This is an optimization exercise on Yosys and OpenROAD, whose aim is small area and a short achievable clock period, not a production implementation.
Only simulation tests tie the RTL to the original design; equivalence was not proved.
No driver is modelled on the clock port, so clocking that relies on it looks cheaper here than on a real chip.
Power is estimated from default activity; no workload was simulated.

`flow/design.v`:
```
package array_mp_pkg;
    localparam int DEFAULT_DATA_W = 8;
    localparam int DEFAULT_ADDR_W = 8;
    localparam int DEFAULT_CH     = 2;
    typedef enum logic [1:0] {
        ACC_IDLE,
        ACC_WRITE,
        ACC_READ,
        ACC_OOR
    } access_e;
    function automatic int idx_width(input int n);
        idx_width = (n > 1) ? $clog2(n) : 1;
    endfunction
    function automatic int wrap_inc(input int base, input int off, input int n);
        int s;
        s = base + off;
        wrap_inc = (s >= n) ? s - n : s;
    endfunction
endpackage
module rr_arbiter
#(
    parameter int N = array_mp_pkg::DEFAULT_CH
) (
    input  logic         clk,
    input  logic         rst,
    input  logic [N-1:0] req,
    output logic [N-1:0] gnt,
    output logic         any
);
    localparam int PTR_W = array_mp_pkg::idx_width(N);
    logic [PTR_W-1:0] ptr;
    logic [PTR_W-1:0] ptr_next;
    logic [PTR_W-1:0] idx;
    always_comb begin
        gnt      = '0;
        any      = 1'b0;
        ptr_next = ptr;
        idx      = '0;
        for (int k = 0; k < N; k++) begin
            idx = PTR_W'(array_mp_pkg::wrap_inc(int'(ptr), k, N));
            if (!any && req[idx]) begin
                gnt[idx] = 1'b1;
                any      = 1'b1;
                ptr_next = PTR_W'(array_mp_pkg::wrap_inc(int'(idx), 1, N));
            end
        end
    end
    always_ff @(posedge clk or posedge rst) begin
        if (rst) begin
            ptr <= '0;
        end else begin
            ptr <= ptr_next;
        end
    end
endmodule
module array_mp
#(
    parameter int DATA_W = array_mp_pkg::DEFAULT_DATA_W,
    parameter int ADDR_W = array_mp_pkg::DEFAULT_ADDR_W,
    parameter int DEPTH  = 1 << ADDR_W,
    parameter int CH     = array_mp_pkg::DEFAULT_CH,
    parameter int LO_W   = ADDR_W / 2
) (
    input  logic                 clk,
    input  logic                 rst,
    input  logic [CH*ADDR_W-1:0] addr,
    input  logic [CH-1:0]        we,
    input  logic [CH*DATA_W-1:0] di,
    input  logic [CH-1:0]        valid,
    output logic [CH-1:0]        ready,
    output logic [CH*DATA_W-1:0] dout
);
    localparam int HI_W  = ADDR_W - LO_W;
    localparam int NGRP  = 1 << HI_W;
    localparam int GSIZE = 1 << LO_W;
    logic [CH-1:0]         gnt;
    logic [CH-1:0][CH-1:0] blk;         
    logic [CH-1:0][CH-1:0] blk_next;
    logic [CH-1:0] ptr_oh;         
    logic [CH-1:0] ptr_oh_next;
    always_comb begin
        ptr_oh_next = ptr_oh;
        for (int g = 0; g < CH; g++) begin
            if (gnt[g]) ptr_oh_next = CH'(1) << ((g + 1) % CH);
        end
        for (int c = 0; c < CH; c++) begin
            for (int k = 0; k < CH; k++) begin
                blk_next[c][k] = 1'b0;
                for (int q = 0; q < CH; q++) begin
                    if (ptr_oh_next[q] && ((k - q + CH) % CH) < ((c - q + CH) % CH)) begin
                        blk_next[c][k] = ~gnt[k];
                    end
                end
            end
        end
    end
    always_ff @(posedge clk or posedge rst) begin
        if (rst) begin
            ptr_oh <= CH'(1);
            for (int c = 0; c < CH; c++) begin
                for (int k = 0; k < CH; k++) begin
                    blk[c][k] <= (k < c);
                end
            end
        end else begin
            ptr_oh <= ptr_oh_next;
            blk    <= blk_next;
        end
    end
    logic [GSIZE-1:0]  lo_oh;
    logic [NGRP-1:0]   hi_oh;
    logic              sel_we;
    logic [DATA_W-1:0] sel_di;
    logic              hit;
    logic [ADDR_W-1:0] sel_addr;
    logic              wb_v;
    logic [ADDR_W-1:0] wb_addr;
    logic [DATA_W-1:0] wb_d;
    amp_sel #(
        .DATA_W(DATA_W), .ADDR_W(ADDR_W), .CH(CH), .LO_W(LO_W)
    ) u_sel (
        .addr   (addr),
        .we     (we),
        .di     (di),
        .valid  (valid),
        .ready  (ready),
        .blk    (blk),
        .wb_v   (wb_v),
        .wb_addr(wb_addr),
        .gnt    (gnt),
        .hit    (hit),
        .sel_addr(sel_addr),
        .lo_oh  (lo_oh),
        .hi_oh  (hi_oh),
        .sel_we (sel_we),
        .sel_di (sel_di)
    );
    always_ff @(posedge clk) begin
        wb_v    <= sel_we & ~rst;
        wb_addr <= sel_addr;
        wb_d    <= sel_di;
    end
    logic [DEPTH-1:0][DATA_W-1:0] words;
    always_ff @(posedge clk) begin
        for (int w = 0; w < DEPTH; w++) begin
            if (wb_v && wb_addr == ADDR_W'(w)) begin
                words[w] <= wb_d;
            end
        end
    end
    logic [NGRP*2*DATA_W-1:0]     l2;
    logic [NGRP*DATA_W-1:0]       l3;
    logic [4*DATA_W-1:0]          l4;
    logic [2*DATA_W-1:0]          l5;
    for (genvar b = 0; b < DATA_W; b++) begin : g_bit
        for (genvar j = 0; j < NGRP; j++) begin : g_grp
            for (genvar h = 0; h < 2; h++) begin : g_half
                logic [7:0] wv;
                for (genvar k = 0; k < 8; k++) begin : g_w
                    assign wv[k] = words[j*GSIZE + 8*h + k][b];
                end
                amp_ao8 u_l12 (
                    .w(wv),
                    .s(lo_oh[8*h +: 8]),
                    .y(l2[(j*2 + h)*DATA_W + b])
                );
            end
            amp_o21ai u_l3 (
                .a1(l2[(j*2 + 0)*DATA_W + b]), .a2(l2[(j*2 + 1)*DATA_W + b]),
                .b1(hi_oh[j]),
                .y (l3[j*DATA_W + b])
            );
        end
        for (genvar g = 0; g < 4; g++) begin : g_quad
            amp_nand4 u_l4 (
                .a(l3[(4*g + 0)*DATA_W + b]), .b(l3[(4*g + 1)*DATA_W + b]),
                .c(l3[(4*g + 2)*DATA_W + b]), .d(l3[(4*g + 3)*DATA_W + b]),
                .y(l4[g*DATA_W + b])
            );
        end
        for (genvar h = 0; h < 2; h++) begin : g_oct
            amp_nor2 u_l5 (
                .a(l4[(2*h)*DATA_W + b]), .b(l4[(2*h + 1)*DATA_W + b]),
                .y(l5[h*DATA_W + b])
            );
        end
    end
    logic [CH*DATA_W-1:0] dout_next;
    for (genvar c = 0; c < CH; c++) begin : g_ch
        logic xn;
        assign xn = ~(gnt[c] & ~we[c] & ~hit);
        for (genvar b = 0; b < DATA_W; b++) begin : g_b
            logic yn;
            assign yn = ~((gnt[c] & we[c] & di[c*DATA_W + b]) | (gnt[c] & ~we[c] & hit & wb_d[b])
                        | (~gnt[c] & dout[c*DATA_W + b]));
            amp_a32oi u_d (
                .a1(yn), .a2(l5[b]), .a3(l5[DATA_W + b]),
                .b1(yn), .b2(xn),
                .y (dout_next[c*DATA_W + b])
            );
        end
    end
    always_ff @(posedge clk or posedge rst) begin
        if (rst) begin
            ready <= '0;
            dout  <= '0;
        end else begin
            ready <= gnt;
            dout  <= dout_next;
        end
    end
endmodule
module amp_ao8 (input logic [7:0] w, input logic [7:0] s, output logic y);
    logic [3:0] n;
    for (genvar k = 0; k < 4; k++) begin : g_p
        assign n[k] = ~((w[2*k] & s[2*k]) | (w[2*k+1] & s[2*k+1]));
    end
    assign y = ~&n;
endmodule
module amp_nand4 (input logic a, b, c, d, output logic y);
    assign y = ~(a & b & c & d);
endmodule
module amp_o21ai (input logic a1, a2, b1, output logic y);
    assign y = ~((a1 | a2) & b1);
endmodule
module amp_nor2 (input logic a, b, output logic y);
    assign y = ~(a | b);
endmodule
module amp_a32oi (input logic a1, a2, a3, b1, b2, output logic y);
    assign y = ~((a1 & a2 & a3) | (b1 & b2));
endmodule
module amp_sel
#(
    parameter int DATA_W = 8,
    parameter int ADDR_W = 8,
    parameter int CH     = 4,
    parameter int LO_W   = 4
) (
    input  logic [CH*ADDR_W-1:0]   addr,
    input  logic [CH-1:0]          we,
    input  logic [CH*DATA_W-1:0]   di,
    input  logic [CH-1:0]          valid,
    input  logic [CH-1:0]          ready,
    input  logic [CH-1:0][CH-1:0]  blk,
    input  logic                   wb_v,
    input  logic [ADDR_W-1:0]      wb_addr,
    output logic [CH-1:0]          gnt,
    output logic                   hit,
    output logic [ADDR_W-1:0]      sel_addr,
    output logic [(1<<LO_W)-1:0]   lo_oh,
    output logic [(1<<(ADDR_W-LO_W))-1:0] hi_oh,
    output logic                   sel_we,
    output logic [DATA_W-1:0]      sel_di
);
    localparam int HI_W  = ADDR_W - LO_W;
    always_comb begin
        for (int c = 0; c < CH; c++) begin
            gnt[c] = valid[c] & ~ready[c] & ~|(valid & blk[c]);
        end
        sel_we   = 1'b0;
        sel_di   = '0;
        sel_addr = '0;
        hit      = 1'b0;
        for (int c = 0; c < CH; c++) begin
            hit      = hit | (gnt[c] & (addr[c*ADDR_W +: ADDR_W] == wb_addr));
            sel_addr = sel_addr | (addr[c*ADDR_W +: ADDR_W] & {ADDR_W{gnt[c]}});
            sel_we = sel_we | (gnt[c] & we[c]);
            sel_di = sel_di | (di[c*DATA_W +: DATA_W] & {DATA_W{gnt[c]}});
        end
        hit = hit & wb_v;
    end
    logic [CH-1:0]                 nb_lo, nb_hi;
    logic [CH-1:0][(1<<LO_W)-1:0]  dlo, tlo;
    logic [CH-1:0][(1<<HI_W)-1:0]  dhi, thi;
    for (genvar c = 0; c < CH; c++) begin : g_c
        amp_a222oi u_nb_lo (
            .a1(valid[(c+1)%CH]), .a2(blk[c][(c+1)%CH]),
            .b1(valid[(c+2)%CH]), .b2(blk[c][(c+2)%CH]),
            .c1(valid[(c+3)%CH]), .c2(blk[c][(c+3)%CH]),
            .y (nb_lo[c])
        );
        amp_a222oi u_nb_hi (
            .a1(valid[(c+1)%CH]), .a2(blk[c][(c+1)%CH]),
            .b1(valid[(c+2)%CH]), .b2(blk[c][(c+2)%CH]),
            .c1(valid[(c+3)%CH]), .c2(blk[c][(c+3)%CH]),
            .y (nb_hi[c])
        );
        amp_dec #(.W(LO_W)) u_dlo (.a(addr[c*ADDR_W +: LO_W]),        .en(~ready[c]), .y(dlo[c]));
        amp_dec #(.W(HI_W)) u_dhi (.a(addr[c*ADDR_W + LO_W +: HI_W]), .en(~ready[c]), .y(dhi[c]));
        for (genvar i = 0; i < (1 << LO_W); i++) begin : g_lo
            amp_nand3 u_t (.a(valid[c]), .b(nb_lo[c]), .c(dlo[c][i]), .y(tlo[c][i]));
        end
        for (genvar j = 0; j < (1 << HI_W); j++) begin : g_hi
            amp_nand3 u_t (.a(valid[c]), .b(nb_hi[c]), .c(dhi[c][j]), .y(thi[c][j]));
        end
    end
    for (genvar i = 0; i < (1 << LO_W); i++) begin : g_lo_or
        amp_nand4 u_o (.a(tlo[0][i]), .b(tlo[1][i]), .c(tlo[2][i]), .d(tlo[3][i]), .y(lo_oh[i]));
    end
    for (genvar j = 0; j < (1 << HI_W); j++) begin : g_hi_or
        amp_nand4 u_o (.a(thi[0][j]), .b(thi[1][j]), .c(thi[2][j]), .d(thi[3][j]), .y(hi_oh[j]));
    end
endmodule
module amp_dec #(parameter int W = 4) (
    input  logic [W-1:0]      a,
    input  logic              en,
    output logic [(1<<W)-1:0] y
);
    always_comb begin
        for (int i = 0; i < (1 << W); i++) begin
            y[i] = en & (a == W'(i));
        end
    end
endmodule
module amp_a222oi (input logic a1, a2, b1, b2, c1, c2, output logic y);
    assign y = ~((a1 & a2) | (b1 & b2) | (c1 & c2));
endmodule
module amp_nand3 (input logic a, b, c, output logic y);
    assign y = ~(a & b & c);
endmodule
module array_mp4 (
    input  logic        clk,
    input  logic        rst,
    input  logic [31:0] addr,
    input  logic [3:0]  we,
    input  logic [31:0] di,
    input  logic [3:0]  valid,
    output logic [3:0]  ready,
    output logic [31:0] dout
);
    array_mp #(
        .DATA_W(8),
        .ADDR_W(8),
        .DEPTH (256),
        .CH    (4)
    ) u_mp (
        .clk   (clk),
        .rst   (rst),
        .addr  (addr),
        .we    (we),
        .di    (di),
        .valid (valid),
        .ready (ready),
        .dout  (dout)
    );
endmodule
```
`flow/flow/run.sh`:
```
#!/bin/bash
# The standard layout (the standard.sh, ORFS from synthesis to finish) with three changes:
#  - port buffers are buf_4 cells (the default pick is a delay cell), and
#  - timing repair may change a cell's footprint (MATCH_CELL_FOOTPRINT=0), so
#    those port buffers and the logic can be resized freely;
#  - CTS adds no dummy load cells (CTS_CLUSTER_SIZE/DIAMETER from config.mk still apply).
# Each tool's output goes to the ORFS logs under orfs/logs; make's own output to make.log.
set -euo pipefail
cfg() { sed -n "s/^export $1 *= *//p" config.mk | tail -1; }
cts_args="-sink_clustering_enable -repair_clock_nets -dont_use_dummy_load"
cs=$(cfg CTS_CLUSTER_SIZE); cd_=$(cfg CTS_CLUSTER_DIAMETER)
[[ -n "$cs" ]] && cts_args="$cts_args -sink_clustering_size $cs"
[[ -n "$cd_" ]] && cts_args="$cts_args -sink_clustering_max_diameter $cd_"
export BUFFER_PORTS_ARGS="-buffer_cell sky130_fd_sc_hd__buf_4"
export MATCH_CELL_FOOTPRINT=0
export CTS_ARGS="$cts_args"
echo "CTS_ARGS=$CTS_ARGS" > run_settings.log
bash standard.sh \
  "BUFFER_PORTS_ARGS=$BUFFER_PORTS_ARGS" \
  "MATCH_CELL_FOOTPRINT=$MATCH_CELL_FOOTPRINT" \
  "CTS_ARGS=$CTS_ARGS" \
  finish > make.log 2>&1
test -f out/final.def
```
`flow/standard.sh`:
```
#!/bin/bash
# synth_recipe.tcl (not shown) runs the flow's synth.tcl, then flattens the netlist and writes it again
# the make line also repeats each setting of config.mk as NAME=value (left out here)
make -C /OpenROAD-flow-scripts/flow DESIGN_CONFIG=/design/flow/config.mk WORK_HOME=/design/flow/orfs CLKGATE_MAP_FILE= SYNTH_SCRIPT=/design/flow/synth_recipe.tcl "${@:-finish}"
```
`flow/config.mk`:
```
export PLATFORM = sky130hd
export DESIGN_NAME = array_mp4
export DESIGN_NICKNAME = array_mp4
export VERILOG_FILES = /design/flow/design.v
export SDC_FILE = /design/flow/constraint.sdc
export NUM_CORES = 4
export LEC_CHECK = 0
export CAP_MARGIN = 30
export CORE_MARGIN = 2
export CORE_UTILIZATION = 40
export CTS_CLUSTER_DIAMETER = 100
export CTS_CLUSTER_SIZE = 20
export SETUP_SLACK_MARGIN = 4.5
export SLEW_MARGIN = 30
export SYNTH_HIERARCHICAL = 1
export TNS_END_PERCENT = 0
```
`flow/constraint.sdc`:
```
create_clock -name core_clock -period 7.5 [get_ports {clk}]
set_input_delay 1.5000 -clock core_clock [delete_from_list [all_inputs] [get_ports {clk}]]
set_output_delay 1.5000 -clock core_clock [all_outputs]
set_load 0.01 [all_outputs]
```
==> results of run 1 <==
[stage by stage]
step                      instance area [um2]  setup WS, ns  hold WS (ns)
after global placement                  84600          1.24         0.548
after detailed placement                85700          1.82         0.555
after CTS                               91000          3.97         0.565
after global routing                    92200          3.75         0.590
final                                   92200          3.75         0.563
after floorplan                         79500          1.35         0.525
[what timing repair did]
| item | CTS | global route |
|---|---|---|
| cloned | 52 | 18 |
| resized for setup | 257 | 107 |
| pin swaps | 73 | 65 |
| setup endpoints to repair | 133 | 431 |
| buffers inserted | 48 | 17 |
[cell type report]
type | instances | area [um2] | share of cell area (%)
Sequential cell | 2116 | 63200 | 68.5
Multi-Input combinational cell | 2393 | 17400 | 18.9
Timing Repair Buffer | 435 | 5320 | 5.78
Tap cell | 2640 | 3300 | 3.58
Clock buffer | 117 | 2930 | 3.18
Inverter | 10 | 37.5 | 0.0407
Antenna cell | 10 | 25.0 | 0.0272
[power by group]
group / switching, W / internal [W]
clock network: 0.00361 / 0.00275
logic: 0.00351 / 0.00124
registers: 0.000394 / 0.0140
total: 0.00751 / 0.0179
[kinds of logic (layout without fill, tap and decap cells)]
kind of cell	count (synthesis)	after routing	synth area share, %
buf+inv	124	562	0.707
compound gates	1274	1274	11.8
flops	2116	2116	79.5
simple gates	1083	1083	7.69
other cells	1	14	0.00472
xor+xnor	32	32	0.353
[layer usage]
| metal | vias up | share of wire, % | track usage (%) |
|---|---|---|---|
| li1 | 20600 | - | - |
| met1 | 26300 | 37 | 34.1 |
| met2 | 3429 | 47 | 39.9 |
| met3 | 562 | 11 | 4.52 |
| met4 | 6 | 5.0 | 12.5 |
| met5 | - | 0.017 | 0 |
[per-module statistics from Yosys, one instance, submodules excluded, excerpt]
module      cell area, um2  flops+latches  cells  copies in the design
amp_a222oi            10.0              0      1                     8
amp_a32oi             8.76              0      1                    32
amp_ao8               36.3              0      5                   256
amp_nand3             5.00              0      1                   128
amp_nand4             6.26              0      1                    64
amp_nor2              3.75              0      1                    16
amp_o21ai             5.00              0      1                   128
[Yosys cell counts, types with 18 or more instances]
library cell / n / area, um2
sky130_fd_sc_hd__a32oi_1: 32 / 280
sky130_fd_sc_hd__edfxtp_1: 2048 / 61500
sky130_fd_sc_hd__buf_1: 21 / 78.8
sky130_fd_sc_hd__xor2_1: 32 / 280
sky130_fd_sc_hd__nand2_1: 61 / 229
sky130_fd_sc_hd__dfrtp_1: 44 / 1100
sky130_fd_sc_hd__clkbuf_1: 68 / 255
sky130_fd_sc_hd__nor4_1: 18 / 113
sky130_fd_sc_hd__a22oi_1: 1058 / 7940
sky130_fd_sc_hd__nand3_1: 140 / 701
sky130_fd_sc_hd__nand4_1: 321 / 2010
sky130_fd_sc_hd__nand2b_1: 22 / 138
sky130_fd_sc_hd__o21ai_1: 128 / 641
sky130_fd_sc_hd__nor2_1: 150 / 563
sky130_fd_sc_hd__nor3_1: 246 / 1230
sky130_fd_sc_hd__nor3_2: 28 / 280
sky130_fd_sc_hd__nand3b_1: 50 / 375
sky130_fd_sc_hd__a31o_2: 32 / 280
[worst paths after layout]
path                                 end  depth (start not counted)      startpoint
setup / recovery           u_mp.dout[30]                         14        valid[3]
hold / removal              u_mp.blk[13]                          2  u_mp.ptr_oh[0]
setup reg to reg            u_mp.dout[9]                         15   u_mp.ready[0]
hold reg to reg             u_mp.blk[13]                          2  u_mp.ptr_oh[0]
max in group asynchronous  u_mp.dout[24]                          3             rst
min in group asynchronous  u_mp.ready[1]                          2             rst
[flip-flops by register name, summed over array words and instances, names as in the netlist]
| signal | cells |
|---|---|
| u_mp.ptr_oh | 3 |
| u_mp.dout | 32 |
| u_mp.wb_v | 1 |
| u_mp.wb_d | 8 |
| u_mp.words | 2048 |
| u_mp.wb_addr | 8 |
| u_mp.blk | 12 |
| u_mp.ready | 4 |
[worst min-delay path, stage by stage, from the launching register on]
cell and delay (ns):
sky130_fd_sc_hd__dfstp_2 0.38, sky130_fd_sc_hd__nor2_1 0.10, sky130_fd_sc_hd__a221oi_1 0.08
==> run summary, run 1 <==
outcome finished clean; number of port buffers 109; Max-Slew Margin vs Limit 28.4%; insertion delay to the later sink of the worst-skew pair 0.83 ns; number of different library cells in the post-synthesis netlist 48; Post-Synthesis Cells 4630; netlist area before placement 79400 um2; critical path's top delay family simple AND/OR/NAND/NOR gates; longest individual stage delay on the worst path roughly 0.35 ns; ANT nets after route 0; share of final-layout standard cells stronger than drive strength 1 around a fifth; maximum level of the CTS H-tree 3; Root Buffer sky130_fd_sc_hd__clkbuf_16; worst hold path class reg2reg; Die ar. 202000 um2; overall power of the completed layout 0.0255 W; static leakage 27.6 nW; worst supply voltage drop on vdd ~0.19 mV; Pwr Density roughly 280 nW/um2; TritonCTS Sinks 2116; number of synthesized register bits 2116; fillers ~17000; Worst-Margin Slew 1.07 ns; leading cell type in the layout, fill and taps excluded sky130_fd_sc_hd__edfxtp_1; Startpoint Class input pin; final WL 274 mm; number of placed I/O pins 110; hpwl dp roughly 130 mm; part of the cycle the worst path needs 50.0%; data arrival time of the critical path 4.42 ns; maximum number of pins on one net before global-route repair about 210; Buf/Inv on CP 5; vias after detailed routing about 51000; Routability Congestion 0.863; vias in the first global route roughly 47000; DRC violation count after routing 0; clock transition at the register clock pins on the worst setup and hold paths after CTS 0.09 ns; kind of end point of the critical path register; ordered list of cells on the worst path buf_16, a222oi_1, buf_4, buf_4, nand3_1, nand4_1, buf_4, buf_12, a22oi_2, nand4_1, o21ai_4, nand4_1, nor2_4, a32oi_1; Crit path required time 8.17 ns; sequential-to-total area share from yosys stat 79.5%; Hold Buf Count CTS 0; number of violations of the max-capacitance limit 0; most used flip-flop cell after synthesis sky130_fd_sc_hd__edfxtp_1; endpoints failing setup 0; Die Height 450 um; worst-case clock skew 0.132 ns; via count normalized by instance count 6.59; final hold violation count 0; Initial Utilization 40.2%; average detailed-routed wire length per instance 35.5 um; unrepaired setup endpoints after global routing true; Peak Freq around 270 MHz; setup slack of the worst register-to-register path roughly 4 ns; core box area 197000 um2; highest-count cells in the layout ignoring fill and taps sky130_fd_sc_hd__edfxtp_1, sky130_fd_sc_hd__a22oi_1, sky130_fd_sc_hd__nand4_1; first-pass GRT wire length 368 mm; critical path class in2reg; # rows 163; cell with the largest stage delay on the worst path sky130_fd_sc_hd__nor2_4; cell total after placement ~7500; FFs w/ async S/R, synth approximately 2.4%; CTS tree done; count of nets after finishing 5147; aggregate global routing overflow 0; number of design-rule violations left by the first detailed-router iteration a little over 8000; core occupancy in the finished layout 46.7%; Layout area overhead 16.0%; Bufs on Longest Clock Path 3; final setup TNS 0 ns; min Tclk post-route around 3.8 ns; post-route non-filler standard cell count 7721; antenna violations before repair 17; Overall Global Routing Usage 25.4%; CTS buffer count 117; drt first pass iters 7; count of warnings emitted by yosys 9; Critical Path Fanout Max 33; EDFF count, synth 2048; total count of max-transition violations in the final report 0; floorplan die width 450 um; mean cell area of the mapped netlist roughly 17 um2
==> inputs of run 2 (changes only) <==
--- a/flow/design.v
+++ b/flow/design.v
@@ -151,7 +151,6 @@
     logic [NGRP*2*DATA_W-1:0]     l2;
     logic [NGRP*DATA_W-1:0]       l3;
     logic [4*DATA_W-1:0]          l4;
-    logic [2*DATA_W-1:0]          l5;
     for (genvar b = 0; b < DATA_W; b++) begin : g_bit
         for (genvar j = 0; j < NGRP; j++) begin : g_grp
             for (genvar h = 0; h < 2; h++) begin : g_half
@@ -178,35 +177,45 @@
                 .y(l4[g*DATA_W + b])
             );
         end
+    end
+    logic [4*DATA_W-1:0]  l4_q;
+    logic [2*DATA_W-1:0]  l5;
+    logic [CH-1:0]        xqn;
+    logic [CH*DATA_W-1:0] dqn;
+    logic [CH*DATA_W-1:0] dqn_next;
+    always_ff @(posedge clk) begin
+        l4_q <= l4;
+    end
+    for (genvar b = 0; b < DATA_W; b++) begin : g_oct_b
         for (genvar h = 0; h < 2; h++) begin : g_oct
             amp_nor2 u_l5 (
-                .a(l4[(2*h)*DATA_W + b]), .b(l4[(2*h + 1)*DATA_W + b]),
+                .a(l4_q[(2*h)*DATA_W + b]), .b(l4_q[(2*h + 1)*DATA_W + b]),
                 .y(l5[h*DATA_W + b])
             );
         end
     end
-    logic [CH*DATA_W-1:0] dout_next;
     for (genvar c = 0; c < CH; c++) begin : g_ch
-        logic xn;
-        assign xn = ~(gnt[c] & ~we[c] & ~hit);
         for (genvar b = 0; b < DATA_W; b++) begin : g_b
-            logic yn;
-            assign yn = ~((gnt[c] & we[c] & di[c*DATA_W + b]) | (gnt[c] & ~we[c] & hit & wb_d[b])
-                        | (~gnt[c] & dout[c*DATA_W + b]));
             amp_a32oi u_d (
-                .a1(yn), .a2(l5[b]), .a3(l5[DATA_W + b]),
-                .b1(yn), .b2(xn),
-                .y (dout_next[c*DATA_W + b])
+                .a1(dqn[c*DATA_W + b]), .a2(l5[b]), .a3(l5[DATA_W + b]),
+                .b1(dqn[c*DATA_W + b]), .b2(xqn[c]),
+                .y (dout[c*DATA_W + b])
             );
+            assign dqn_next[c*DATA_W + b] = ~(gnt[c] ? (we[c] ? di[c*DATA_W + b] : (hit & wb_d[b]))
+                                                     : dout[c*DATA_W + b]);
         end
     end
     always_ff @(posedge clk or posedge rst) begin
         if (rst) begin
             ready <= '0;
-            dout  <= '0;
+            xqn   <= '1;
+            dqn   <= '1;
         end else begin
             ready <= gnt;
-            dout  <= dout_next;
+            for (int c = 0; c < CH; c++) begin
+                xqn[c] <= ~(gnt[c] & ~we[c] & ~hit);
+            end
+            dqn   <= dqn_next;
         end
     end
 endmodule
==> run 2 against run 1 <==
  * Critical endpoint is now u_mp.l4_q[12]
  * Highest routed layer unchanged
  * Clock power about the same
  * Wire length down 11%
  * Still clean
  * Setup slack better by 0.15 ns
  * Maximum frequency up 4.3%
  * Area after synthesis up 0.78%
  * Power down 0.45%
  * Utilization down 1.2 points
==> run summary, run 2 <==
outcome finished clean; ordered list of cells on the worst path buf_6, a222oi_1, buf_4, nand3_1, nand4_1, clkbuf_16, a22oi_1, nand4_1, o21ai_1, nand4_1; longest individual stage delay on the worst path 0.45 ns (+0.10 ns); number of violations of the max-capacitance limit 0 (unchanged); final hold violation count 0 (unchanged); fillers 16900 (+1.4%); worst-case clock skew 0.0789 ns (-0.0533 ns); vias in the first global route 45800 (-3.4%); cell total after placement 7471 (+0.23%); post-route non-filler standard cell count 7654 (-0.87%); capture instance of the worst register-to-register path u_mp.l4_q[8]; most used flip-flop cell after synthesis sky130_fd_sc_hd__edfxtp_1; antenna violations before repair 23 (+6); Routability Congestion 0.860 (-0.41%); most numerous cell in the Yosys netlist sky130_fd_sc_hd__edfxtp_1; maximum level of the CTS H-tree 3 (unchanged); min Tclk post-route 3.60 ns (-0.154 ns); fraction of met3 tracks used by global routing 3.08% (-1.4 points); register containing the most flip-flops in the final layout u_mp.words; first-pass GRT wire length 333 mm (-9.3%); most common cell type on the critical path sky130_fd_sc_hd__nand4_1; cells taking the most area after synthesis sky130_fd_sc_hd__edfxtp_1, sky130_fd_sc_hd__a22oi_1, sky130_fd_sc_hd__nand4_1; count of warnings emitted by yosys 9 (unchanged); hpwl dp 134 mm (+0.17%); Layout area overhead 13.1%; maximum number of pins on one net before global-route repair 207 (-2.8%); post-synth top area cell sky130_fd_sc_hd__edfxtp_1; Die Height 451 um (+0.39%); count of nets after finishing 5060 (-1.7%); Root Buffer sky130_fd_sc_hd__clkbuf_16; Hold Slack 0.615 ns (+0.0522 ns); ANT nets after route 0 (unchanged); leading registers by flop count u_mp.words: 2048 flops, u_mp.dqn: 32 flops, u_mp.l4_q: 32 flops; depth of the most critical reg-to-reg path 11 (-4); leading cell type in the layout, fill and taps excluded sky130_fd_sc_hd__edfxtp_1; CTS tree done; Startpoint Class input pin; GR Util met1 30.9% (-3.2 points); critical path's top delay family compound AO/OA/AOI/OAI gates; highest-count cells in the layout ignoring fill and taps sky130_fd_sc_hd__edfxtp_1, sky130_fd_sc_hd__a22oi_1, sky130_fd_sc_hd__nand4_1; worst supply voltage drop on vdd 0.212 mV (+9.6%); critical path class in2reg; total count of max-transition violations in the final report 0 (unchanged); crit path launch valid[2]; Worst-Margin Slew 1.04 ns (-0.0327 ns); TritonCTS Sinks 2152 (+1.7%); Post-Synthesis Cells 4662 (+0.69%); commonest cells in the netlist sky130_fd_sc_hd__edfxtp_1, sky130_fd_sc_hd__a22oi_1, sky130_fd_sc_hd__nand4_1; final setup TNS 0 ns (unchanged); number of placed I/O pins 110 (unchanged); Pwr Density 280 nW/um2 (+1.3%); CTS buffer count 118 (+0.85%); Buf/Inv on CP 3 (-2); setup slack of the worst register-to-register path 4.32 ns (+0.37 ns); share of final-layout standard cells stronger than drive strength 1 16.5% (-2.7 points); share of Yosys cell area claimed by the top area cell type 76.8% (-0.60 points); Initial Utilization 40.2% (-0.057 points); via count normalized by instance count 6.34 (-3.8%); DRC violation count after routing 0 (unchanged); Critical Path Fanout Max 128 (+290%); static leakage 26.8 nW (-3.1%); Peak Freq 278 MHz (+4.3%); last element of the critical path u_mp.l4_q[12]; sequential-to-total area share from yosys stat 79.8% (+0.37 points); Overall Global Routing Usage 22.3% (-3.1 points); worst hold path class reg2reg; number of synthesized register bits 2152 (+1.7%); kind of end point of the critical path register; core occupancy in the finished layout 45.5% (-1.2 points); Die ar. 204000 um2 (+0.77%); part of the cycle the worst path needs 48.0% (-2.1 points); FFs w/ async S/R, synth 2.56% (+0.15 points); drt first pass iters 7 (unchanged); overall power of the completed layout 0.0253 W (-0.45%); aggregate global routing overflow 0 (unchanged); floorplan die width 451 um (+0.39%); cell with the largest stage delay on the worst path sky130_fd_sc_hd__o21ai_1; final WL 243 mm (-11%); number of port buffers 109 (unchanged); number of different library cells in the post-synthesis netlist 47 (-2.1%); global-route met2 utilization 36.2% (-3.7 points); data arrival time of the critical path 4.23 ns (-0.19 ns); # rows 164 (+0.61%); Crit path required time 8.13 ns (-0.04 ns); unrepaired setup endpoints after global routing true; CP Depth 10 (-4); beginning of the worst register-to-register path u_mp.ready[1]; number of design-rule violations left by the first detailed-router iteration 6991 (-14%); Bufs on Longest Clock Path 3 (unchanged); average detailed-routed wire length per instance 31.7 um (-11%); vias after detailed routing 48500 (-4.7%); insertion delay to the later sink of the worst-skew pair 0.80 ns (-0.03 ns); Max-Slew Margin vs Limit 30.6% (+2.2 points); flip-flop count of the largest register after layout 2048 (unchanged); mean cell area of the mapped netlist 17.2 um2 (about the same); core box area 199000 um2 (+0.93%); clock transition at the register clock pins on the worst setup and hold paths after CTS 0.08 ns (about the same); Hold Buf Count CTS 0 (unchanged); netlist area before placement 80100 um2 (+0.78%); endpoints failing setup 0 (unchanged); most heavily used metal layer in global routing met2; EDFF count, synth 2048 (unchanged)
## run 2: layer usage
layer / up-vias / routed length [um]
li1: 20400 / -
met1: 25200 / 96000
met2: 2535 / 115000
met3: 361 / 20900
met4: 2 / 10700
met5: - / 11
## run 2: how the worst min path moves through the flow
stage	start	endpoint	slack, ns	depth (start not counted)
global placement	u_mp.ptr_oh[0]	u_mp.blk[13]	0.59	2
CTS	u_mp.ptr_oh[0]	u_mp.blk[9]	0.61	2
global route	u_mp.words[1672]	u_mp.l4_q[24]	0.64	4
detailed placement	u_mp.ptr_oh[0]	u_mp.blk[8]	0.60	2
finish	u_mp.ptr_oh[0]	u_mp.blk[9]	0.62	2
floorplan	u_mp.ptr_oh[1]	u_mp.blk[9]	0.55	2
## run 2: area by class of cell
class                   instances  area, um2  area share, %
clock buffers                 118       2950           3.26
well taps                    2656       3320           3.67
flip-flops and latches       2152      64000           70.6
diodes                         14       35.0         0.0387
repair buffers                312       3130           3.45
multi-input cells            2393      17100           18.9
inverters                       9       33.8         0.0373
## run 2: through the flow
step                setup WS (ns)  instance area, um2
floorplan                    1.66               80100
global placement             2.43               85100
detailed placement           2.46               86100
CTS                          4.06               89600
global route                 4.01               90600
finish                       3.90               90600
## run 2: worst reg2reg max path, delay by kind of cell, from the launching register on
family          cells  cell delay (ns)
simple gates        6             1.13
flops               1             0.43
compound gates      2             0.42
buf+inv             3             1.13
## run 2: cell families after synthesis
family          synth area share (%)
simple gates                    7.45
xor+xnor                       0.350
flops                           79.8
other cells                  0.00468
compound gates                  11.7
buf+inv                        0.669
## run 2: Yosys stat by module, one instance, submodules excluded, a selection
module | copies in the design | flops+latches | area (um2)
amp_ao8 | 256 | 0 | 36.3
amp_a222oi | 8 | 0 | 10.0
amp_a32oi | 32 | 0 | 8.76
amp_nand4 | 64 | 0 | 6.26
amp_nand3 | 128 | 0 | 5.00
amp_o21ai | 128 | 0 | 5.00
amp_nor2 | 16 | 0 | 3.75
## run 2: repair_timing
item                       4_1_cts  5_1_grt
setup buffers                   14       19
pin swaps                        9       17
gates resized for setup        100       80
setup endpoints to repair      141      288
cloned                           4        9
## run 2: power by group
| part | leakage [nW] | switching, W | internal, W | total (W) |
|---|---|---|---|---|
| Combinational | 5.55 | 0.00315 | 0.00112 | 0.00427 |
| Clock | 1.45 | 0.00361 | 0.00278 | 0.00638 |
| Sequential | 19.8 | 0.000437 | 0.0143 | 0.0147 |
==> inputs of run 3 (changes only) <==
==> flow/flow/run.sh (replaced) <==
#!/bin/bash
# The standard layout (the standard.sh, ORFS from synthesis to finish) with these changes:
#  - port buffers are buf_4 cells (the default pick is a delay cell), and
#  - timing repair may change a cell's footprint (MATCH_CELL_FOOTPRINT=0), so
#    those port buffers and the logic can be resized freely;
#  - CTS adds no dummy load cells (CTS_CLUSTER_SIZE/DIAMETER from config.mk still apply);
#  - before the placement-stage repair_design, flow/pre_resize.tcl caps net fanout at 32.
# Each tool's output goes to the ORFS logs under orfs/logs; make's own output to make.log.
set -euo pipefail
cfg() { sed -n "s/^export $1 *= *//p" config.mk | tail -1; }
cts_args="-sink_clustering_enable -repair_clock_nets -dont_use_dummy_load"
cs=$(cfg CTS_CLUSTER_SIZE); cd_=$(cfg CTS_CLUSTER_DIAMETER)
[[ -n "$cs" ]] && cts_args="$cts_args -sink_clustering_size $cs"
[[ -n "$cd_" ]] && cts_args="$cts_args -sink_clustering_max_diameter $cd_"
export BUFFER_PORTS_ARGS="-buffer_cell sky130_fd_sc_hd__buf_4"
export MATCH_CELL_FOOTPRINT=0
export CTS_ARGS="$cts_args"
export PRE_RESIZE_TCL="$PWD/flow/pre_resize.tcl"
echo "CTS_ARGS=$CTS_ARGS" > run_settings.log
bash standard.sh \
  "BUFFER_PORTS_ARGS=$BUFFER_PORTS_ARGS" \
  "MATCH_CELL_FOOTPRINT=$MATCH_CELL_FOOTPRINT" \
  "CTS_ARGS=$CTS_ARGS" \
  "PRE_RESIZE_TCL=$PRE_RESIZE_TCL" \
  finish > make.log 2>&1
test -f out/final.def
==> flow/flow/pre_resize.tcl (new file) <==
# Before the placement-stage repair_design: cap every net's fanout, so that the
# one-hot select nets of the read array (128 loads each, spread over the die) and
# other wide nets are driven through a buffer tree instead of one long net.
set_max_fanout 32 [current_design]
==> run 3 against run 2 <==
  * Wire length is 9.6% higher
  * Synthesized cell count stayed put
  * Global-route usage grew 2.8 points
  * Hold slack better by 0.0069 ns
  * Critical path type unchanged
  * Sequential power about the same
  * Design area grew 2.7%
  * Highest routed layer is now met4
  * Setup slack better by 0.11 ns
  * Critical path depth grew 3
  * Register-to-register slack lost 0.15 ns
  * Die area is the same
  * Non-clock buffer count increased by 183
  * Critical endpoint is now u_mp.l4_q[31]
  * Clock power rose by 2%
==> run summary, run 3 <==
aggregate global routing overflow 0 (unchanged); Die ar. 204000 um2 (unchanged); critical path's top delay family buffers and inverters; CTS buffer count 120 (+1.7%); final WL 266 mm (+9.6%); Cell Int Power 0.0183 W (+1.1%); share of final-layout standard cells stronger than drive strength 1 19.8% (+3.3 points); leading cell type in the layout, fill and taps excluded sky130_fd_sc_hd__edfxtp_1; static leakage 28.0 nW (+4.7%); most numerous cell in the Yosys netlist sky130_fd_sc_hd__edfxtp_1; Max-Slew Margin vs Limit 34.9% (+4.3 points); setup slack of the critical path after layout 4.01 ns (+0.108 ns); most used flip-flop cell after synthesis sky130_fd_sc_hd__edfxtp_1; vias after detailed routing 50800 (+4.7%); number of synthesized register bits 2152 (unchanged); CTS tree done; critical path class in2reg; min Tclk post-route 3.49 ns (-0.108 ns); vias in the first global route 47700 (+4.2%); # rows 164 (unchanged); average detailed-routed wire length per instance 33.9 um (+7.0%); final setup TNS 0 ns (unchanged); worst-case setup slack after placement 1.63 ns (-0.830 ns); highest-count cells in the layout ignoring fill and taps sky130_fd_sc_hd__edfxtp_1, sky130_fd_sc_hd__a22oi_1, sky130_fd_sc_hd__nand4_1; first-pass GRT wire length 367 mm (+9.9%); data arrival time of the critical path 4.11 ns (-0.12 ns); Root Buffer sky130_fd_sc_hd__clkbuf_16; overall power of the completed layout 0.0259 W (+2.1%); mean cell area of the mapped netlist 17.2 um2 (unchanged); commonest cells in the netlist sky130_fd_sc_hd__edfxtp_1, sky130_fd_sc_hd__a22oi_1, sky130_fd_sc_hd__nand4_1; maximum level of the CTS H-tree 3 (unchanged); worst-case clock skew 0.0540 ns (-0.0248 ns); DRC violation count after routing 0 (unchanged); Worst-Margin Slew 0.976 ns (-0.0646 ns); Hold Buf Count CTS 0 (unchanged); Die Height 451 um (unchanged); worst hold path class reg2reg; total count of max-transition violations in the final report 0 (unchanged); netlist area before placement 80100 um2 (unchanged); FFs w/ async S/R, synth 2.56% (unchanged); Crit path required time 8.11 ns (-0.02 ns); number of placed I/O pins 110 (unchanged); power dissipated by switching net loads 0.00755 W (+4.9%); post-synth top area cell sky130_fd_sc_hd__edfxtp_1; Peak Freq 286 MHz (+3.1%); EDFF count, synth 2048 (unchanged); leading registers by flop count u_mp.words: 2048 flops, u_mp.dqn: 32 flops, u_mp.l4_q: 32 flops; Hold Slack 0.622 ns (+0.00685 ns); ANT nets after route 0 (unchanged); power share of the combinational group 18.9% (+2.0 points); kind of end point of the critical path register; cells taking the most area after synthesis sky130_fd_sc_hd__edfxtp_1, sky130_fd_sc_hd__a22oi_1, sky130_fd_sc_hd__nand4_1; worst supply voltage drop on vdd 0.198 mV (-6.6%); most common cell type on the critical path sky130_fd_sc_hd__buf_4; drt first pass iters 8 (+1); Post-Synthesis Cells 4662 (unchanged); longest individual stage delay on the worst path 0.35 ns (-0.10 ns); clock transition at the register clock pins on the worst setup and hold paths after CTS 0.09 ns (about the same); Critical Path Fanout Max 16 (-88%); via count normalized by instance count 6.48 (+2.2%); insertion delay to the later sink of the worst-skew pair 0.77 ns (-0.03 ns); Layout area overhead 16.2%; number of port buffers 109 (unchanged); core box area 199000 um2 (unchanged); register containing the most flip-flops in the final layout u_mp.words; number of design-rule violations left by the first detailed-router iteration 7937 (+14%); number of different library cells in the post-synthesis netlist 47 (unchanged); Startpoint Class input pin; antenna violations before repair 23 (unchanged); hpwl dp 168 mm (+25%); number of violations of the max-capacitance limit 0 (unchanged); maximum number of pins on one net before global-route repair 35 (-83%); count of warnings emitted by yosys 9 (unchanged); part of the power in the clock network 25.0% (-0.2 points); part of the cycle the worst path needs 46.5% (-1.4 points); floorplan die width 451 um (unchanged); cell with the largest stage delay on the worst path sky130_fd_sc_hd__o21ai_1; flip-flop count of the largest register after layout 2048 (unchanged); TritonCTS Sinks 2152 (unchanged); Bufs on Longest Clock Path 3 (unchanged); Routability Congestion 0.860 (unchanged); final hold violation count 0 (unchanged); Switching Fraction 29.2% (+0.77 points); Buf/Inv on CP 6 (+3); ordered list of cells on the worst path buf_4, buf_12, a222oi_1, buf_4, nand3_1, nand4_1, buf_12, buf_4, buf_4, a22oi_1, nand4_1, o21ai_1, nand4_1; unrepaired setup endpoints after global routing true; endpoints failing setup 0 (unchanged); sequential share of power 56.1% (-1.9 points); share of Yosys cell area claimed by the top area cell type 76.8% (unchanged); outcome finished clean; Overall Global Routing Usage 25.1% (+2.8 points); sequential-to-total area share from yosys stat 79.8% (unchanged); Pwr Density 278 nW/um2 (-0.51%); count of nets after finishing 5244 (+3.6%); Initial Utilization 40.2% (unchanged)
## run 3: changes by cell type in the layout (fill, tap and decap cells not counted), sizes merged
cell	before	now
buf	293	429
and3	4	3
dlymetal6s2s	0	1
clkdlybuf4s50	0	7
diode	14	16
clkbuf	137	178
## run 3: cell families after synthesis
logic type / Yosys count / share of synthesized area [%]
flip-flops: 2152 / 79.8
AO/OA/AOI/OAI: 1276 / 11.7
AND/OR/NAND/NOR: 1080 / 7.45
buffers and inverters: 121 / 0.669
XOR/XNOR: 32 / 0.350
other: 1 / 0.00468
## run 3: worst reg2reg max path, cell delays in order, from the launching register on
cell,delay [ns]
sky130_fd_sc_hd__dfxtp_4,0.36
sky130_fd_sc_hd__buf_12,0.08
sky130_fd_sc_hd__buf_2,0.63
sky130_fd_sc_hd__buf_2,0.72
sky130_fd_sc_hd__buf_4,0.44
sky130_fd_sc_hd__buf_2,0.70
## run 3: path summary, 6_finish.rpt
check,start,endpoint,slack [ns],depth (start not counted)
max,valid[3],u_mp.l4_q[31],4.01,13
min,u_mp.words[1209],u_mp.l4_q[17],0.62,4
max reg2reg,u_mp.wb_d[5],u_mp.words[413],4.17,5
min reg2reg,u_mp.words[1209],u_mp.l4_q[17],0.62,4
max in group asynchronous,rst,u_mp.dqn[28],5.24,4
min in group asynchronous,rst,u_mp.blk[7],0.73,2
## run 3: area by class of cell
cell class / count / area (um2)
diodes: 16 / 40.0
flip-flops and latches: 2152 / 64000
clock buffers: 120 / 3000
repair buffers: 495 / 5500
fillers: 16700 / 106000
multi-input cells: 2392 / 17100
inverters: 9 / 33.8
well taps: 2656 / 3320
## run 3: stage by stage
| stage | std cells | instance area [um2] | utilization, % |
|---|---|---|---|
| 2_1_floorplan | 4665 | 80100 | - |
| 3_3_place_gp | 7458 | 85100 | 42.7 |
| 3_5_place_dp | 7624 | 87000 | 43.6 |
| 4_1_cts | 7786 | 92100 | 46.2 |
| 5_1_grt | 7840 | 93000 | 46.7 |
| 6_report | 7840 | 93000 | 46.7 |
## run 3: timing repair
item                       in CTS  in global routing
pin swaps                      28                 16
gates cloned                   24                 12
gates resized for setup       446                 75
buffers inserted               18                 21
setup endpoints to repair     911               1319
## run 3: routing by layer
| layer | global-route usage, % | share of wire [%] | vias up |
|---|---|---|---|
| li1 | - | - | 20800 |
| met1 | 33.9 | 38 | 26300 |
| met2 | 39.3 | 46 | 3171 |
| met3 | 4.13 | 10 | 496 |
| met4 | 13.0 | 6.0 | 0 |
| met5 | 0 | 0 | - |
## run 3: Yosys stat by module, one instance, submodules excluded, excerpt
module,cells,flops+latches,copies in the design
amp_nand4,1,0,64
amp_nor2,1,0,16
amp_a32oi,1,0,32
amp_nand3,1,0,128
amp_ao8,5,0,256
amp_o21ai,1,0,128
amp_a222oi,1,0,8
## run 3: power by group through the flow
stage | combinational (W) | clock [W] | sequential (W)
3_3_place_gp | 0.00364 | 0 | 0.0149
6_report | 0.00490 | 0.00648 | 0.0145
4_1_cts | 0.00466 | 0.00652 | 0.0145
2_1_floorplan | 0.00161 | 0 | 0.0153
5_1_grt | 0.00505 | 0.00691 | 0.0145
3_5_place_dp | 0.00437 | 0 | 0.0147
==> inputs of run 4 (changes only) <==
--- a/flow/flow/run.sh
+++ b/flow/flow/run.sh
@@ -4,7 +4,8 @@
 #  - timing repair may change a cell's footprint (MATCH_CELL_FOOTPRINT=0), so
 #    those port buffers and the logic can be resized freely;
 #  - CTS adds no dummy load cells (CTS_CLUSTER_SIZE/DIAMETER from config.mk still apply);
-#  - before the placement-stage repair_design, flow/pre_resize.tcl caps net fanout at 32.
+#  - before the placement-stage repair_design, flow/pre_resize.tcl caps net fanout at 32;
+#  - after CTS, flow/post_cts.tcl upsizes the read tree's late stages and repairs again.
 # Each tool's output goes to the ORFS logs under orfs/logs; make's own output to make.log.
 set -euo pipefail
 cfg() { sed -n "s/^export $1 *= *//p" config.mk | tail -1; }
@@ -16,11 +17,13 @@
 export MATCH_CELL_FOOTPRINT=0
 export CTS_ARGS="$cts_args"
 export PRE_RESIZE_TCL="$PWD/flow/pre_resize.tcl"
+export POST_CTS_TCL="$PWD/flow/post_cts.tcl"
 echo "CTS_ARGS=$CTS_ARGS" > run_settings.log
 bash standard.sh \
   "BUFFER_PORTS_ARGS=$BUFFER_PORTS_ARGS" \
   "MATCH_CELL_FOOTPRINT=$MATCH_CELL_FOOTPRINT" \
   "CTS_ARGS=$CTS_ARGS" \
   "PRE_RESIZE_TCL=$PRE_RESIZE_TCL" \
+  "POST_CTS_TCL=$POST_CTS_TCL" \
   finish > make.log 2>&1
 test -f out/final.def
==> flow/flow/post_cts.tcl (new file) <==
# After CTS and its timing repair: upsize the late stages of the read tree, whose
# nets are long, then let repair_timing settle and re-legalize the placement.
#   - a NAND4 that drives a flip-flop (4 groups of one bit, registered) becomes nand4_2
#   - an O21AI that drives a NAND4 (one group of one bit, gated by its high select) becomes o21ai_2
proc amp_load_refs {inst} {
  set refs {}
  foreach p [get_pins -of_objects $inst -filter "direction == output"] {
    foreach lp [get_pins -of_objects [get_nets -of_objects $p] -filter "direction == input"] {
      lappend refs [get_property [get_cells -of_objects $lp] ref_name]
    }
  }
  return $refs
}
set amp_resized 0
foreach inst [get_cells *] {
  set ref [get_property $inst ref_name]
  if {[string match "sky130_fd_sc_hd__nand4_*" $ref]} {
    if {[lsearch -glob [amp_load_refs $inst] "*dfxtp_*"] >= 0} {
      replace_cell $inst sky130_fd_sc_hd__nand4_2
      incr amp_resized
    }
  } elseif {[string match "sky130_fd_sc_hd__o21ai_*" $ref] && $ref ne "sky130_fd_sc_hd__o21ai_4"} {
    if {[lsearch -glob [amp_load_refs $inst] "*nand4_*"] >= 0} {
      replace_cell $inst sky130_fd_sc_hd__o21ai_2
      incr amp_resized
    }
  }
}
puts "post_cts: resized $amp_resized read-tree cells"
estimate_parasitics -placement
report_worst_slack
repair_timing_helper
detailed_placement
check_placement -verbose
estimate_parasitics -placement
report_worst_slack
report_design_area
==> run 4 against run 3 <==
  * Power about the same
  * Critical path depth up 1
  * Hold slack better by 0.0029 ns
  * Sequential share of layout area down 0.094 points
  * Clock skew up 0.0049 ns
  * Register-to-register slack about the same
  * Setup slack better by 0.049 ns
  * Still clean
  * Largest power group unchanged
  * Area after synthesis unchanged
  * Highest routed layer unchanged
  * Critical path type unchanged
  * Via count down 0.43%
==> run summary, run 4 <==
Startpoint Class input pin; share of Yosys cell area claimed by the top area cell type 76.8% (unchanged); capture instance of the worst register-to-register path u_mp.words[413]; Register Area 64000 um2 (about the same); outcome finished clean; data arrival time of the critical path 4.04 ns (-0.07 ns); maximum number of pins on one net before global-route repair 35 (unchanged); register containing the most flip-flops in the final layout u_mp.words; number of design-rule violations left by the first detailed-router iteration 7619 (-4.0%); cells taking the most area after synthesis sky130_fd_sc_hd__edfxtp_1, sky130_fd_sc_hd__a22oi_1, sky130_fd_sc_hd__nand4_1; depth of the most critical reg-to-reg path 5 (unchanged); min Tclk post-route 3.44 ns (-0.0487 ns); first-pass GRT wire length 367 mm (+0.22%); number of different library cells in the post-synthesis netlist 47 (unchanged); Initial Utilization 40.2% (unchanged); flip-flop count of the largest register after layout 2048 (unchanged); highest-count cells in the layout ignoring fill and taps sky130_fd_sc_hd__edfxtp_1, sky130_fd_sc_hd__a22oi_1, sky130_fd_sc_hd__nand4_1; TritonCTS Sinks 2152 (unchanged); final WL 262 mm (-1.4%); static leakage 27.9 nW (-0.57%); Compound-Gate Fraction of Synth Area 11.7% (unchanged); fillers 16700 (-0.066%); count of warnings emitted by yosys 9 (unchanged); final setup TNS 0 ns (unchanged); Peak Freq 291 MHz (+1.4%); share of final-layout standard cells stronger than drive strength 1 22.0% (+2.2 points); Worst-Margin Slew 1.00 ns (+0.0268 ns); Die Height 451 um (unchanged); part of the cycle the worst path needs 45.9% (-0.65 points); Max-Slew Margin vs Limit 33.1% (-1.8 points); total count of max-transition violations in the final report 0 (unchanged); worst-case clock skew 0.0589 ns (+0.00487 ns); drt first pass iters 7 (-1); number of violations of the max-capacitance limit 0 (unchanged); number of port buffers 109 (unchanged); sequential-to-total area share from yosys stat 79.8% (unchanged); unrepaired setup endpoints after global routing true; Crit path required time 8.10 ns (about the same); Overall Global Routing Usage 25.1% (+0.033 points); crit path launch valid[2]; beginning of the worst register-to-register path u_mp.wb_d[5]; largest family of logic cells by synthesized area compound AO/OA/AOI/OAI gates; DRC violation count after routing 0 (unchanged); overall power of the completed layout 0.0259 W (about the same); post-synthesis xor/xnor area fraction 0.350% (unchanged); ANT nets after route 0 (unchanged); insertion delay to the later sink of the worst-skew pair 0.77 ns (about the same); number of placed I/O pins 110 (unchanged); antenna violations before repair 23 (unchanged); final hold violation count 0 (unchanged); simple-gate share of the synthesized area 7.45% (unchanged); Pwr Density 278 nW/um2 (-0.10%); clock transition at the register clock pins on the worst setup and hold paths after CTS 0.09 ns (about the same); Routability Congestion 0.860 (unchanged); core box area 199000 um2 (unchanged); Layout area overhead 16.3%; via count normalized by instance count 6.46 (-0.24%); number of synthesized register bits 2152 (unchanged); Die ar. 204000 um2 (unchanged); aggregate global routing overflow 0 (unchanged); worst supply voltage drop on vdd 0.199 mV (+0.41%); count of nets after finishing 5227 (-0.32%); floorplan die width 451 um (unchanged); worst hold path class reg2reg; last element of the critical path u_mp.l4_q[21]; endpoints failing setup 0 (unchanged); FFs w/ async S/R, synth 2.56% (unchanged); Post-Synthesis Cells 4662 (unchanged); critical path class in2reg; netlist area before placement 80100 um2 (unchanged); vias in the first global route 47900 (+0.47%); CTS tree done; kind of end point of the critical path register; mean cell area of the mapped netlist 17.2 um2 (unchanged); multiplexer fraction of the synthesized cell area 0% (unchanged); adder-cell area share of the yosys netlist 0% (unchanged); # rows 164 (unchanged); commonest cells in the netlist sky130_fd_sc_hd__edfxtp_1, sky130_fd_sc_hd__a22oi_1, sky130_fd_sc_hd__nand4_1; EDFF count, synth 2048 (unchanged); most used flip-flop cell after synthesis sky130_fd_sc_hd__edfxtp_1; leading registers by flop count u_mp.words: 2048 flops, u_mp.dqn: 32 flops, u_mp.l4_q: 32 flops; average detailed-routed wire length per instance 33.5 um (-1.2%); hpwl dp 168 mm (unchanged); post-synth top area cell sky130_fd_sc_hd__edfxtp_1; Critical Path Fanout Max 17 (+1); leading cell type in the layout, fill and taps excluded sky130_fd_sc_hd__edfxtp_1; setup slack of the worst register-to-register path 4.17 ns (about the same); vias after detailed routing 50600 (-0.43%); most numerous cell in the Yosys netlist sky130_fd_sc_hd__edfxtp_1; area used by multi-input combinational logic 17700 um2 (+3.2%)
[run 4: per-module statistics from Yosys (local to each module, per instance), excerpt]
module / cells inside / cell area (um2) / times used / flip-flops and latches
amp_ao8: 5 / 36.3 / 256 / 0
amp_nor2: 1 / 3.75 / 16 / 0
amp_o21ai: 1 / 5.00 / 128 / 0
amp_nand4: 1 / 6.26 / 64 / 0
amp_a32oi: 1 / 8.76 / 32 / 0
amp_a222oi: 1 / 10.0 / 8 / 0
amp_nand3: 1 / 5.00 / 128 / 0
[run 4: critical path, cell delays in order]
cell and delay (ns):
sky130_fd_sc_hd__buf_8 0.14, sky130_fd_sc_hd__buf_12 0.16, sky130_fd_sc_hd__a222oi_1 0.09, sky130_fd_sc_hd__buf_4 0.16
sky130_fd_sc_hd__buf_2 0.16, sky130_fd_sc_hd__nand3_1 0.08, sky130_fd_sc_hd__nand4_1 0.17, sky130_fd_sc_hd__buf_12 0.21
sky130_fd_sc_hd__buf_16 0.18, sky130_fd_sc_hd__buf_16 0.20, sky130_fd_sc_hd__a22oi_2 0.18, sky130_fd_sc_hd__nand4_1 0.27
sky130_fd_sc_hd__o21ai_4 0.35, sky130_fd_sc_hd__nand4_2 0.13
[run 4: logic make-up after synthesis]
kind of cell / count (synthesis)
xor gates and xnor gates: 32
buffers and inverters: 121
and+or+nand+nor: 1080
other: 1
AOI/OAI and AO/OA: 1276
DFF: 2152
[run 4: power by group]
| group | switching, W | internal [W] | total, W |
|---|---|---|---|
| registers | 0.000262 | 0.0143 | 0.0145 |
| clock network | 0.00366 | 0.00282 | 0.00648 |
| logic | 0.00366 | 0.00125 | 0.00491 |
[run 4: worst min-delay path by stage]
stage / start / end / depth (start not counted)
after global routing: u_mp.wb_d[6] / u_mp.words[1022] / 0
after global placement: u_mp.ptr_oh[0] / u_mp.blk[13] / 2
after detailed placement: u_mp.words[1209] / u_mp.l4_q[17] / 4
final: u_mp.ptr_oh[0] / u_mp.blk[8] / 2
after floorplan: u_mp.ptr_oh[1] / u_mp.blk[9] / 2
[run 4: layout make-up]
| cell class | count | area share, % |
|---|---|---|
| repair buffers | 478 | 5.44 |
| well taps | 2656 | 3.57 |
| inverters | 9 | 0.0363 |
| clock buffers | 120 | 3.22 |
| diodes | 18 | 0.0484 |
| multi-input cells | 2392 | 19.0 |
| flip-flops and latches | 2152 | 68.7 |
[run 4: routing by layer]
layer | global-route usage [%] | share of wire (%)
met5 | 0 | 0
met2 | 39.1 | 46
met1 | 33.8 | 38
met4 | 13.6 | 6.0
met3 | 4.30 | 9.7
[run 4: metrics by stage]
stage          hold WS [ns]  cells  setup WS, ns  util [%]  cell area (um2)
2_1_floorplan         0.547   4665          1.66         -            80100
3_3_place_gp          0.590   7458          2.43      42.7            85100
3_5_place_dp          0.597   7624          1.63      43.6            87000
5_1_grt               0.637   7823          4.08      46.7            93100
6_report              0.625   7825          4.06      46.7            93100
==> inputs of run 5 (changes only) <==
--- a/flow/flow/run.sh
+++ b/flow/flow/run.sh
@@ -4,7 +4,6 @@
 #  - timing repair may change a cell's footprint (MATCH_CELL_FOOTPRINT=0), so
 #    those port buffers and the logic can be resized freely;
 #  - CTS adds no dummy load cells (CTS_CLUSTER_SIZE/DIAMETER from config.mk still apply);
-#  - before the placement-stage repair_design, flow/pre_resize.tcl caps net fanout at 32;
 #  - after CTS, flow/post_cts.tcl upsizes the read tree's late stages and repairs again.
 # Each tool's output goes to the ORFS logs under orfs/logs; make's own output to make.log.
 set -euo pipefail
@@ -16,14 +15,12 @@
 export BUFFER_PORTS_ARGS="-buffer_cell sky130_fd_sc_hd__buf_4"
 export MATCH_CELL_FOOTPRINT=0
 export CTS_ARGS="$cts_args"
-export PRE_RESIZE_TCL="$PWD/flow/pre_resize.tcl"
 export POST_CTS_TCL="$PWD/flow/post_cts.tcl"
 echo "CTS_ARGS=$CTS_ARGS" > run_settings.log
 bash standard.sh \
   "BUFFER_PORTS_ARGS=$BUFFER_PORTS_ARGS" \
   "MATCH_CELL_FOOTPRINT=$MATCH_CELL_FOOTPRINT" \
   "CTS_ARGS=$CTS_ARGS" \
-  "PRE_RESIZE_TCL=$PRE_RESIZE_TCL" \
   "POST_CTS_TCL=$POST_CTS_TCL" \
   finish > make.log 2>&1
 test -f out/final.def
removed: flow/flow/pre_resize.tcl
==> run 5 against run 4 <==
  * Clock-buffer cell count decreased by 2
  * Largest cell class unchanged
  * Wire length decreased by 9.7%
  * Critical path depth decreased by 11
  * Area after synthesis unchanged
  * Clock power decreased by 1%
  * First-iteration DRC count decreased by 18%
  * Power decreased by 2.4%
  * Clock skew increased by 0.019 ns
  * Die area unchanged
  * Largest power group unchanged
  * Global-route usage decreased by 2.8 points
==> run summary, run 5 <==
clock transition at the register clock pins on the worst setup and hold paths after CTS 0.09 ns (about the same); vias in the first global route 46100 (-3.9%); kind of end point of the critical path output pin; final hold violation count 0 (unchanged); maximum number of pins on one net before global-route repair 207 (+490%); flip-flop count of the largest register after layout 2048 (unchanged); register containing the most flip-flops in the final layout u_mp.words; part of the cycle the worst path needs 45.8% (-0.12 points); min Tclk post-route 3.43 ns (-0.00907 ns); commonest cells in the netlist sky130_fd_sc_hd__edfxtp_1, sky130_fd_sc_hd__a22oi_1, sky130_fd_sc_hd__nand4_1; Layout area overhead 13.4%; Post-Synthesis Cells 4662 (unchanged); share of Yosys cell area claimed by the top area cell type 76.8% (unchanged); Switching Fraction 28.4% (-0.82 points); floorplan die width 451 um (unchanged); DRC violation count after routing 0 (unchanged); Overall Global Routing Usage 22.4% (-2.8 points); number of placed I/O pins 110 (unchanged); number of violations of the max-capacitance limit 0 (unchanged); Cell Int Power 0.0181 W (-1.3%); core box area 199000 um2 (unchanged); hpwl dp 134 mm (-20%); fillers 16900 (+1.2%); longest individual stage delay on the worst path 0.50 ns (+0.15 ns); # rows 164 (unchanged); Die Height 451 um (unchanged); most numerous cell in the Yosys netlist sky130_fd_sc_hd__edfxtp_1; Crit path required time 6.00 ns (-2.10 ns); data arrival time of the critical path 1.93 ns (-2.11 ns); share of final-layout standard cells stronger than drive strength 1 18.8% (-3.2 points); average detailed-routed wire length per instance 31.0 um (-7.5%); leading cell type in the layout, fill and taps excluded sky130_fd_sc_hd__edfxtp_1; critical path class reg2out; Startpoint Class register; via count normalized by instance count 6.30 (-2.5%); outcome finished clean; sequential share of power 58.0% (+2.0 points); Worst-Margin Slew 1.06 ns (+0.0556 ns); Routability Congestion 0.860 (unchanged); ordered list of cells on the worst path nor2_4, a32oi_2, buf_4; first-pass GRT wire length 334 mm (-9.0%); power dissipated by switching net loads 0.00719 W (-5.2%); vias after detailed routing 48100 (-4.8%); endpoints failing setup 0 (unchanged); cell with the largest stage delay on the worst path sky130_fd_sc_hd__dfxtp_1; EDFF count, synth 2048 (unchanged); most used flip-flop cell after synthesis sky130_fd_sc_hd__edfxtp_1; part of the power in the clock network 25.3% (+0.3 points); number of port buffers 109 (unchanged); Critical Path Fanout Max 4 (-13); FFs w/ async S/R, synth 2.56% (unchanged); static leakage 26.7 nW (-4.4%); final setup TNS 0 ns (unchanged); Initial Utilization 40.2% (unchanged); count of nets after finishing 5043 (-3.5%); power share of the combinational group 16.7% (-2.3 points); worst-case clock skew 0.0781 ns (+0.0192 ns); overall power of the completed layout 0.0253 W (-2.4%); insertion delay to the later sink of the worst-skew pair 0.81 ns (+0.04 ns); sequential-to-total area share from yosys stat 79.8% (unchanged); final WL 237 mm (-9.7%); aggregate global routing overflow 0 (unchanged); ANT nets after route 0 (unchanged); number of different library cells in the post-synthesis netlist 47 (unchanged); antenna violations before repair 20 (-13%); leading registers by flop count u_mp.words: 2048 flops, u_mp.dqn: 32 flops, u_mp.l4_q: 32 flops; highest-count cells in the layout ignoring fill and taps sky130_fd_sc_hd__edfxtp_1, sky130_fd_sc_hd__a22oi_1, sky130_fd_sc_hd__nand4_1; netlist area before placement 80100 um2 (unchanged); worst supply voltage drop on vdd 0.211 mV (+5.8%); unrepaired setup endpoints after global routing true; Pwr Density 279 nW/um2 (+0.13%); count of warnings emitted by yosys 9 (unchanged); post-synth top area cell sky130_fd_sc_hd__edfxtp_1; worst hold path class reg2reg; number of synthesized register bits 2152 (unchanged); cells taking the most area after synthesis sky130_fd_sc_hd__edfxtp_1, sky130_fd_sc_hd__a22oi_1, sky130_fd_sc_hd__nand4_1; Max-Slew Margin vs Limit 29.2% (-3.9 points); total count of max-transition violations in the final report 0 (unchanged); number of design-rule violations left by the first detailed-router iteration 6219 (-18%); TritonCTS Sinks 2152 (unchanged); CTS tree done; drt first pass iters 7 (unchanged); Die ar. 204000 um2 (unchanged); Peak Freq 291 MHz (+0.26%); mean cell area of the mapped netlist 17.2 um2 (unchanged)
[run 5: changes by cell type in the layout (fill, tap and decap cells not counted), sizes merged]
cell | previous run | this run
clkdlybuf4s50 | 6 | 0
dlymetal6s2s | 1 | 0
buf | 421 | 284
clkbuf | 170 | 130
diode | 18 | 14
[run 5: kinds of logic (layout without fill, tap and decap cells)]
family / count (synthesis) / after routing / share of synthesized area, %
and+or+nand+nor: 1080 / 1080 / 7.45
AOI/OAI and AO/OA: 1276 / 1276 / 11.7
other: 1 / 18 / 0.00468
DFF: 2152 / 2152 / 79.8
buffers and inverters: 121 / 423 / 0.669
xor gates and xnor gates: 32 / 32 / 0.350
[run 5: routing by layer]
layer  track usage, %  wire, um  vias up
li1                 -         -    20400
met1             30.7     95200    25200
met2             36.2    113000     2222
met3             3.27     18400      343
met4             8.38      9810        0
met5                0         0        -
[run 5: power by group through the flow]
stage	Combinational, W	Clock [W]	Sequential [W]
6_report	0.00421	0.00639	0.0147
5_1_grt	0.00443	0.00684	0.0147
3_5_place_dp	0.00381	0	0.0149
3_3_place_gp	0.00364	0	0.0149
2_1_floorplan	0.00161	0	0.0153
[run 5: path summary, 6_finish.rpt]
path	from	to	slack, ns	depth (start not counted)
max	u_mp.l4_q[19]	dout[27]	4.07	3
min	u_mp.words[1672]	u_mp.l4_q[24]	0.58	4
max reg2reg	u_mp.ready[1]	u_mp.l4_q[15]	4.36	10
min reg2reg	u_mp.words[1672]	u_mp.l4_q[24]	0.58	4
max in group asynchronous	rst	u_mp.dqn[8]	5.78	3
min in group asynchronous	rst	u_mp.ready[3]	0.73	2
[run 5: worst max-delay path: cells and delay by family, from the launching register on]
| kind | cells | cell delay (ns) |
|---|---|---|
| AOI/OAI and AO/OA | 1 | 0.33 |
| DFF | 1 | 0.50 |
| and+or+nand+nor | 1 | 0.14 |
| buffers and inverters | 1 | 0.18 |
[run 5: modules after synthesis (local to each module, per instance), excerpt]
| module | copies in the design | area, um2 | cells |
|---|---|---|---|
| amp_o21ai | 128 | 5.00 | 1 |
| amp_ao8 | 256 | 36.3 | 5 |
| amp_nor2 | 16 | 3.75 | 1 |
| amp_a222oi | 8 | 10.0 | 1 |
| amp_nand3 | 128 | 5.00 | 1 |
| amp_nand4 | 64 | 6.26 | 1 |
| amp_a32oi | 32 | 8.76 | 1 |
[run 5: metrics by stage]
stage	setup slack (ns)	utilization [%]	instance area [um2]	hold slack [ns]	instances
after global routing	4.03	45.5	90700	0.616	7637
after global placement	2.43	42.7	85100	0.590	7458
final	4.07	45.5	90700	0.584	7637
after detailed placement	2.46	43.2	86100	0.602	7471
after floorplan	1.66	-	80100	0.547	4665
[run 5: layout make-up]
class	count	area (um2)	area share, %
multi-input cells	2392	17600	19.3
diodes	14	35.0	0.0386
clock buffers	118	2950	3.25
well taps	2656	3320	3.66
inverters	9	33.8	0.0372
flip-flops and latches	2152	64000	70.5
repair buffers	296	2870	3.17

port drivers added, routing unchanged:
Ports are ideal in the flow. The routed layouts listed here were re-timed in OpenROAD.
Step 1 sets driving cells, clkbuf_16 on the clock port and buf_2 on the other inputs (assumed; they add their load-dependent delay and slew).
Step 2 adds t to the input delays and takes it off the output delays; t is the mean of the earliest and latest rising clock arrival at the registers after step 1. Input paths then give back, and output paths get back, about the clock's delay inside the block.
Three values: ideal, step 1, step 2; two values: the first two.
run	t (ns)	setup slack, ns	hold slack, ns	clock arrival spread, ns	worst data-port slew with drivers (ns)
run 1	0.850	3.747 / 3.609 / 2.759	0.563 / 0.563 / 0.563	0.150 / 0.150	0.25
run 2	0.854	3.901 / 3.945 / 3.091	0.615 / 0.615 / 0.615	0.079 / 0.078	0.31
run 3	0.839	4.010 / 3.997 / 3.230	0.622 / 0.622 / 0.622	0.054 / 0.054	0.31
run 4	0.834	4.058 / 3.985 / 3.257	0.625 / 0.625 / 0.625	0.059 / 0.059	0.32
run 5	0.861	4.067 / 3.979 / 3.256	0.584 / 0.584 / 0.584	0.078 / 0.078	0.32
After both steps setup and hold are still met in every run listed. The setup slack of run 1, which loses most, moves by -0.138 ns with the drivers and by -0.988 ns with both steps.
